Background: an optimization exercise with open tools, aiming at small area, a short achievable clock period and few clock cycles per item. Do not read the settings as production practice. Only simulation tests tie the RTL to the original design; equivalence was not proved. Power and IR drop assume default switching activity.

Setup of JK:
Design binary_neighborhood_count_3x3, start of the top module:
module binary_neighborhood_count_3x3 (
  input  logic        clk_i,
  input  logic        rst_ni,
  input  logic        in_valid_i,
  output logic        in_stall_o,
  input  logic        pixel_i,
  output logic        out_valid_o,
  input  logic        out_stall_i,
  output logic [3:0]  count_o,
  output logic [9:0]  row_o,
  output logic [9:0]  column_o,
  output logic        run_end_o,
  output logic        image_end_o,
  input  logic        cfg_valid_i,
  output logic        cfg_ready_o,
  input  logic [1:0]  cfg_index_i,
  input  logic [10:0] cfg_data_i
);
For scale: ~3600 cells after synthesis, ~2300 flip-flops, ~0.056 mm² of cells after synthesis.
export LEC_CHECK = 0
export CAP_MARGIN = 20
export CORE_MARGIN = 2
export CORE_UTILIZATION = 60
export CTS_CLUSTER_DIAMETER = 100
export CTS_CLUSTER_SIZE = 25
export PLACE_DENSITY = 0.7
export SETUP_SLACK_MARGIN = 4.8
export SLEW_MARGIN = 20
export TNS_END_PERCENT = 10
create_clock -name core_clock -period 7.0 [get_ports {clk_i}]
run.sh (not shown) runs the stock make flow with config.mk's settings and CLKGATE_MAP_FILE= SYNTH_SCRIPT=/design/flow/synth_recipe.tcl, a recipe that flattens the netlist after the stock synthesis.
Testbench counts of JK, summed over its fixed seeds: cycles 279,125, items 253,450.
#### Input delta (MS over JK)
-- flow/design.v --
<<< JK, line 112
  logic       dirty1_q, dirty2_q;
  logic       cgt_q, cge_q, rgt_q, rge_q;
  logic       in_stall_q, accept;
  logic       c0, r_ge1, r_ge2;            
  logic       c0_n, r_ge1_n, r_ge2_n;
>>> MS, line 112
  logic       dirty1_q, dirty2_q;
  logic       cgt_q, cge_q, rgt_q, rge_q;
  logic       in_ready_q, accept;         
  logic       c0, r_ge1, r_ge2;            
  logic       c0_n, r_ge1_n, r_ge2_n;
<<< JK, line 119
  logic [9:0] c_idl, r_idl;
  logic       re_idl, lr_idl;
  assign accept = in_valid_i && !in_stall_q;
  always_comb begin
    c_adv  = re_q ? 10'd0 : inc10(c_q);
>>> MS, line 119
  logic [9:0] c_idl, r_idl;
  logic       re_idl, lr_idl;
  assign accept = in_valid_i && in_ready_q;
  always_comb begin
    c_adv  = re_q ? 10'd0 : inc10(c_q);
<<< JK, line 158
      col_q    <= '0;
      row_q    <= '0;
      c_q      <= '0;
      r_q      <= '0;
      re_q     <= 1'b0;
      lr_q     <= 1'b0;
      ghi_q    <= 8'd1;
      c0       <= 1'b1;
      r_ge1    <= 1'b0;
      r_ge2    <= 1'b0;
      glo_q    <= 8'd1;
      dirty1_q <= 1'b0;
      dirty2_q <= 1'b0;
    end else begin
>>> MS, line 158
      col_q    <= '0;
      row_q    <= '0;
      dirty1_q <= 1'b1;
      dirty2_q <= 1'b0;
    end else begin
<<< JK, line 174
        row_q <= r_adv;
      end
      c_q      <= c_n;
      r_q      <= r_n;
      re_q     <= re_n;
      lr_q     <= lr_n;
      ghi_q    <= onehot8(c_n[9:7]);
      c0       <= c0_n;
      r_ge1    <= r_ge1_n;
      r_ge2    <= r_ge2_n;
      glo_q    <= onehot8(c_n[6:4]);
      dirty1_q <= cfg_valid_i;
      dirty2_q <= dirty1_q;
    end
  end
  always_ff @(posedge clk_i) begin
>>> MS, line 165
        row_q <= r_adv;
      end
      dirty1_q <= cfg_valid_i;
      dirty2_q <= dirty1_q;
    end
  end
  always_ff @(posedge clk_i) begin
    c_q   <= c_n;
    r_q   <= r_n;
    re_q  <= re_n;
    lr_q  <= lr_n;
    ghi_q <= onehot8(c_n[9:7]);
    c0    <= c0_n;
    r_ge1 <= r_ge1_n;
    r_ge2 <= r_ge2_n;
    glo_q <= onehot8(c_n[6:4]);
  end
  always_ff @(posedge clk_i) begin
<<< JK, line 433
  always_ff @(posedge clk_i or negedge rst_ni) begin
    if (!rst_ni) begin
      in_stall_q <= 1'b0;
    end else begin
      in_stall_q <= cfg_valid_i || dirty1_q || dirty2_q || stall_n;
    end
  end
  assign in_stall_o  = in_stall_q;
  assign out_valid_o = ov_q;
  assign count_o     = oc_q;
>>> MS, line 426
  always_ff @(posedge clk_i or negedge rst_ni) begin
    if (!rst_ni) begin
      in_ready_q <= 1'b0;
    end else begin
      in_ready_q <= !(cfg_valid_i || dirty1_q || dirty2_q || stall_n);
    end
  end
  assign in_stall_o  = !in_ready_q;
  assign out_valid_o = ov_q;
  assign count_o     = oc_q;
Findings:
On total power, JK beats MS.
MS reached the final stage; the timing, DRC and antenna checks on its layout passed.
Re average footprint of a synthesized cell: MS and JK aren't equal, and the higher value belongs to JK.
For the layout overhead on the synthesized area, MS came in 0.67 points lower than JK did.
From JK to MS the numbers moved as follows: proportion of synthesized flip-flops having asynchronous set or reset fell by 1.8 points; static power due to leakage fell by about 1.3%; via count fell by about 1.7%; final antenna diode count fell by 3.
Testbench counts of MS, summed over its fixed seeds: cycles 279,125, items 253,450.


## north
binary_neighborhood_count_3x3, a different RTL version from the one above (not shown whole).
Size: ~3,600 cells after synthesis, ~48 I/O pins, roughly 56,000 µm² of cells after synthesis.
export LEC_CHECK = 0
export CAP_MARGIN = 20
export CORE_MARGIN = 2
export CORE_UTILIZATION = 60
export CTS_CLUSTER_DIAMETER = 100
export CTS_CLUSTER_SIZE = 25
export PLACE_DENSITY = 0.7
export SETUP_SLACK_MARGIN = 4.8
export SLEW_MARGIN = 20
export TNS_END_PERCENT = 10
create_clock -name core_clock -period 7.0 [get_ports {clk_i}]
Testbench counts of north, summed over its fixed seeds: cycles 279,125, items 253,450.
--- input diff north..south ---
-- flow/design.v --
<<< north, line 112
  logic       dirty1_q, dirty2_q;
  logic       cgt_q, cge_q, rgt_q, rge_q;
  logic       in_stall_q, accept;
  logic       c0, r_ge1, r_ge2;            
  logic       c0_n, r_ge1_n, r_ge2_n;
>>> south, line 112
  logic       dirty1_q, dirty2_q;
  logic       cgt_q, cge_q, rgt_q, rge_q;
  logic       in_ready_q, in_stall_q, accept;   
  logic       c0, r_ge1, r_ge2;            
  logic       c0_n, r_ge1_n, r_ge2_n;
<<< north, line 119
  logic [9:0] c_idl, r_idl;
  logic       re_idl, lr_idl;
  assign accept = in_valid_i && !in_stall_q;
  always_comb begin
    c_adv  = re_q ? 10'd0 : inc10(c_q);
>>> south, line 119
  logic [9:0] c_idl, r_idl;
  logic       re_idl, lr_idl;
  assign accept = in_valid_i && in_ready_q;
  always_comb begin
    c_adv  = re_q ? 10'd0 : inc10(c_q);
<<< north, line 158
      col_q    <= '0;
      row_q    <= '0;
      dirty1_q <= 1'b1;
      dirty2_q <= 1'b0;
    end else begin
>>> south, line 158
      col_q    <= '0;
      row_q    <= '0;
      c_q      <= '0;
      r_q      <= '0;
      re_q     <= 1'b0;
      lr_q     <= 1'b0;
      ghi_q    <= 8'd1;
      glo_q    <= 8'd1;
      c0       <= 1'b1;
      r_ge1    <= 1'b0;
      r_ge2    <= 1'b0;
      dirty1_q <= 1'b0;
      dirty2_q <= 1'b0;
    end else begin
<<< north, line 165
        row_q <= r_adv;
      end
      dirty1_q <= cfg_valid_i;
      dirty2_q <= dirty1_q;
    end
  end
  always_ff @(posedge clk_i) begin
    c_q   <= c_n;
    r_q   <= r_n;
    re_q  <= re_n;
    lr_q  <= lr_n;
    ghi_q <= onehot8(c_n[9:7]);
    c0    <= c0_n;
    r_ge1 <= r_ge1_n;
    r_ge2 <= r_ge2_n;
    glo_q <= onehot8(c_n[6:4]);
  end
  always_ff @(posedge clk_i) begin
>>> south, line 174
        row_q <= r_adv;
      end
      c_q      <= c_n;
      r_q      <= r_n;
      re_q     <= re_n;
      lr_q     <= lr_n;
      ghi_q    <= onehot8(c_n[9:7]);
      glo_q    <= onehot8(c_n[6:4]);
      c0       <= c0_n;
      r_ge1    <= r_ge1_n;
      r_ge2    <= r_ge2_n;
      dirty1_q <= cfg_valid_i;
      dirty2_q <= dirty1_q;
    end
  end
  always_ff @(posedge clk_i) begin
<<< north, line 233
  logic [9:0] br_q, bc_q;
  logic       bimg_q, bsel_q, blr_q, brge1_q;
  logic       emit, bfree_now, head_load, ov_q;
  logic [2:0] base;
  logic [1:0] addend;
>>> south, line 240
  logic [9:0] br_q, bc_q;
  logic       bimg_q, bsel_q, blr_q, brge1_q;
  logic       emit, bfree_now, head_load, ov_q, ovn_q;
  logic [2:0] base;
  logic [1:0] addend;
<<< north, line 248
  logic       ere_q[QD];
  logic       qne, pop, push_b, pushq;
  assign head_load = !ov_q || !out_stall_i;
  assign emit      = (pend_q != 4'd0) && head_load;
  assign bfree_now = (pend_q == 4'd0) || (((pend_q & (pend_q - 4'd1)) == 4'd0) && emit);
>>> south, line 255
  logic       ere_q[QD];
  logic       qne, pop, push_b, pushq;
  assign head_load = ovn_q || !out_stall_i;
  assign emit      = (pend_q != 4'd0) && head_load;
  assign bfree_now = (pend_q == 4'd0) || (((pend_q & (pend_q - 4'd1)) == 4'd0) && emit);
<<< north, line 365
  always_ff @(posedge clk_i or negedge rst_ni) begin
    if (!rst_ni) begin
      ov_q <= 1'b0;
    end else if (head_load) begin
      ov_q <= emit;
    end
  end
>>> south, line 372
  always_ff @(posedge clk_i or negedge rst_ni) begin
    if (!rst_ni) begin
      ov_q  <= 1'b0;
      ovn_q <= 1'b1;
    end else if (head_load) begin
      ov_q  <= emit;
      ovn_q <= !emit;
    end
  end
<<< north, line 400
      logic [3:0] p_i, p_a;
      logic [3:0] n_i, n_a;
      em  = (pend_q != 4'd0) && ((hl == 1) || !ov_q);
      bf  = (pend_q == 4'd0) || (((pend_q & (pend_q - 4'd1)) == 4'd0) && em);
      ovn = ((hl == 1) || !ov_q) ? em : 1'b1;
      if (bf && qne) begin
        p_i = pend_pop;
>>> south, line 409
      logic [3:0] p_i, p_a;
      logic [3:0] n_i, n_a;
      em  = (pend_q != 4'd0) && ((hl == 1) || ovn_q);
      bf  = (pend_q == 4'd0) || (((pend_q & (pend_q - 4'd1)) == 4'd0) && em);
      ovn = ((hl == 1) || ovn_q) ? em : 1'b1;
      if (bf && qne) begin
        p_i = pend_pop;
<<< north, line 426
  always_ff @(posedge clk_i or negedge rst_ni) begin
    if (!rst_ni) begin
      in_stall_q <= 1'b1;
    end else begin
      in_stall_q <= cfg_valid_i || dirty1_q || dirty2_q || stall_n;
    end
  end
>>> south, line 435
  always_ff @(posedge clk_i or negedge rst_ni) begin
    if (!rst_ni) begin
      in_stall_q <= 1'b0;
      in_ready_q <= 1'b1;
    end else begin
      in_stall_q <= cfg_valid_i || dirty1_q || dirty2_q || stall_n;
      in_ready_q <= !(cfg_valid_i || dirty1_q || dirty2_q || stall_n);
    end
  end
--- outcome ---
south vs north — height of the chip rose 1.2 µm. Diff north -> south: area share of fa/ha/maj cells after synthesis now sits at about the same level; data required time at the worst endpoint grew by 2.00 ns. Initial core utilization in south vs north: down 0.34 points. Relative to north, the synthesized area of south is higher by 440 µm². south: total area of multi-input combinational cells higher than north. Reported for south and north, max-cap violation count turned out identical to the last digit. The area growth from synthesis to layout in south sits 1.6 points above the value recorded for north. Lower multi-input logic portion of the cell area goes to north over south. For the flop-to-flop setup slack, south came in 0.06 ns lower than north did. Diff north..south | clock network contribution to total cell area | negligible. Against north, south comes in about 1.4% higher on core box area.
Testbench counts of south, summed over its fixed seeds: cycles 279,125, items 253,450.

[re-timing with driven ports]
In the flow no input, the clock included, has a driving cell. The finished layouts below were timed again as built, in two steps.
Step 1 sets driving cells, clkbuf_16 on the clock port and buf_2 on the other inputs (assumed; they add their load-dependent delay and slew).
Step 2 also shifts input and output timing later by t, the mid clock arrival at the registers, as if the neighbouring blocks saw the same clock.
Slacks: ideal / step 1 / step 2; pairs: ideal / step 1.
run	t, ns	slack for setup (ns)	clock arrival spread, ns
JK	0.748	4.248 / 4.190 / 3.727	0.047 / 0.047
MS	0.754	4.269 / 4.201 / 3.724	0.035 / 0.035
north	0.752	4.221 / 4.153 / 3.534	0.034 / 0.033
south	0.746	4.297 / 4.297 / 3.738	0.052 / 0.052
After both steps setup and hold are still met in every run listed. The setup slack of north, which loses most, moves by -0.068 ns with the drivers and by -0.687 ns with both steps.
